Source: an optimization exercise on an open RTL-to-GDS flow (aim: small area and a short achievable clock period). Production flows keep margins and buffers that such runs may drop. Only simulation tests tie the RTL to the original design; equivalence was not proved. Power is estimated from default activity; no workload was simulated.

## job 4464
// depth_to_spectrum_color
module depth_to_spectrum_color #(
    parameter int DEPTH_BITS = 11
) (
    input  logic                               i_clk,
    input  logic                               i_rst_n,
    input  logic                               start,
    output logic                               busy,
    input  logic                               i_cfg_we,
    input  logic [dsc_pkg::CFG_IDX_BITS-1:0]   i_cfg_idx,
    input  logic [DEPTH_BITS-1:0]              i_cfg_data,
    input  logic [DEPTH_BITS-1:0]              i_depth_sample,
    input  logic                               i_frame_end_in,
    output logic                               o_valid,
    output logic [7:0]                         o_blue_level,
    output logic [7:0]                         o_green_level,
    output logic [7:0]                         o_red_level,
    output logic                               o_frame_end_out
);
Size: ~6100 cells after synthesis, roughly 1400 flip-flops.
Settings: LEC_CHECK=0, CAP_MARGIN=20, CORE_MARGIN=2, CORE_UTILIZATION=40, CTS_BUF_LIST=sky130_fd_sc_hd__clkbuf_8, CTS_CLUSTER_DIAMETER=40, CTS_CLUSTER_SIZE=24, SETUP_SLACK_MARGIN=5, SLEW_MARGIN=20; clock period 8.0 ns.
run.sh (not shown) runs the stock make flow with config.mk's settings and CLKGATE_MAP_FILE= SYNTH_SCRIPT=/design/flow/synth_recipe.tcl, a recipe that flattens the netlist after the stock synthesis.
Edits applied to the flow inputs when going from job 4464 to job 5976:
Settings: swapping 24 for 26 in CTS_CLUSTER_SIZE.
### Flow results
- On clock-pin slew of the registers on the worst-case setup and hold paths, job 4464 tracks job 5976 almost exactly.
- Taking job 4464 as the reference point, the non-clock buffer count of job 5976 rises by 1.1%.
- Fraction of final layout cells sized beyond drive strength 1 across job 4464 and job 5976: no real change.
- Job 5976 vs. job 4464: number of standard cells in the layout, taps in and fillers out now sits at about the same level; final setup slack of the worst path now sits at about the same level; net switching share of the total power now sits at about the same level; total leakage power now sits at about the same level.
- Comparing job 5976 with job 4464, the ratio of total power to cell area came out essentially unchanged.
- The area fraction of clock buffers and clock inverters of job 5976 and that of job 4464 are within noise of each other.
[inputs] job 8989 vs job 5976
Settings: TNS_END_PERCENT: unset -> 20; CTS_CLUSTER_DIAMETER: 40 -> 50; CTS_CLUSTER_SIZE: 26 -> 22.
Results
Of job 5976 and job 8989, job 5976 shows the higher layout net count, with job 8989 below it. In job 8989, the worst hold slack came out 0.015 ns above the value in job 5976. Per the comparison of job 8989 with job 5976, combinational power comparable; worst path setup slack after routing decreased by 0.086 ns relative to the old numbers; design area decreased 2.2%. Compared with job 5976, in job 8989 placement-stage worst setup slack did not really move; number of multi-input logic gates closely matched the old numbers; total power shows a reduction of about 4%; slew at the pin closest to its max-slew limit fell 0.0054 ns. Combined area of the multi-input logic cells essentially unchanged between job 8989 and job 5976. Going from job 5976 to job 8989, global-route wire length before repair shrank slightly.
> inputs changed (job 8989 -> job 3560)
Settings: clearing TNS_END_PERCENT, which used to be 20; swapping 22 for 24 in CTS_CLUSTER_SIZE.
## What came out
Delta (job 3560 minus job 8989): first-pass GRT wire length now larger, register-to-register slack moved up, non-clock buffer count +1, tapcell count about even, slew at the pin with the worst max-slew slack moved down. Job 3560 closes out successfully: all stages finished, all timing, DRC and antenna checks passed. On worst setup slack: between job 3560 and job 8989, it ends up lower for job 8989. Compared job 8989 against job 3560; total power within noise. Job 3560 vs. job 8989: arrival time of data at the critical path endpoint fell by 2.46 ns, net switching component of the power rose by 0.52%. | total non-filler cell area in the finished layout | job 3560 vs job 8989 | ≈ equal |. Relative to job 8989, the worst hold slack after final layout of job 3560 is lower by 0.0040 ns.
The inputs of job 6502 differ from those of job 3560 as listed below.
Settings: TNS_END_PERCENT now 50, previously not set; CTS_CLUSTER_SIZE now 22, was 24.
Results
Compared job 3560 against job 6502; area occupied by multi-input gates within noise. Both conditions hold for job 6502: the flow ran to the end and the final layout passed the timing, design-rule and antenna checks. Share of the clock period used by the worst path after layout on job 6502 is up relative to job 3560. Taking job 3560 as the reference, in job 6502 met3 wire length saw little to no change; internal power went up 0.62%; part of the power in combinational logic decreased 0.2 points. Job 3560 vs job 6502, launching element of the worst setup path: o_green_level[1]$_SDFF_PN0_ vs o_blue_level[1]$_SDFF_PN0_. Delta (job 6502 minus job 3560): routed wire length now sits at about the same level, non-clock buffer count down 1, clock-buffer cell count went down by 1, fraction of final layout cells with drive strength greater than 1 saw a decrease, sequential share of layout area held steady. Diff job 6502..job 3560 | number of nets at the end of the flow | negligible.
What job 8894 does differently from job 6502 at the input level:
Settings: changing CTS_CLUSTER_DIAMETER from 50 to 40; removing TNS_END_PERCENT (formerly 50).
## What came out
Combinational group share of total power (job 8894 over job 6502): decrease, 1.7 points
Job 8894 went all the way through synthesis, placement and routing and the layout is clean on timing, DRC and antenna.
On job 8894: actual transition at the worst max-transition pin is 0.026 ns higher than what job 6502 gave.
Routed length on met1 ended up 280 um higher on job 8894 than on job 6502.
Route | job 8894 vs job 6502 | wire longer in job 8894
In the reports for job 6502 and job 8894, the larger clock latency on the worst-skew pair belongs to job 8894.
Compared with job 6502, job 8894 is the more power-hungry design.
Number of gates resized after CTS, job 8894 vs job 6502: up by more than 10%

-- re-timing with driven ports --
No port has a modelled driver above. Below, the same layouts with a new extraction and two added sets of constraints. Step 1 (the two cells are an assumption about what drives the block):
set clk [get_ports {i_clk}]
set_driving_cell -lib_cell sky130_fd_sc_hd__clkbuf_16 $clk
set_driving_cell -lib_cell sky130_fd_sc_hd__buf_2 [delete_from_list [all_inputs] $clk]
Step 2, shift: input delay + t, output delay - t, t = (earliest + latest rising clock arrival at the registers) / 2. This alone moves slack from input paths to output paths. Slacks: ideal / step 1 / step 2; pairs: ideal / step 1.
| run | t, ns | slack for setup (ns) | worst hold slack (ns) |
|---|---|---|---|
| job 4464 | 0.965 | 5.033 / 4.962 / 5.110 | 0.279 / 0.279 / 0.279 |
| job 5976 | 0.963 | 5.033 / 4.962 / 5.131 | 0.279 / 0.279 / 0.279 |
| job 8989 | 0.925 | 4.947 / 4.881 / 4.947 | 0.294 / 0.294 / 0.294 |
| job 3560 | 0.925 | 5.072 / 5.000 / 5.149 | 0.290 / 0.290 / 0.290 |
| job 6502 | 0.930 | 5.058 / 4.989 / 5.103 | 0.295 / 0.295 / 0.295 |
| job 8894 | 0.952 | 5.044 / 4.972 / 5.131 | 0.283 / 0.283 / 0.283 |
After both steps every run listed still meets setup and hold.
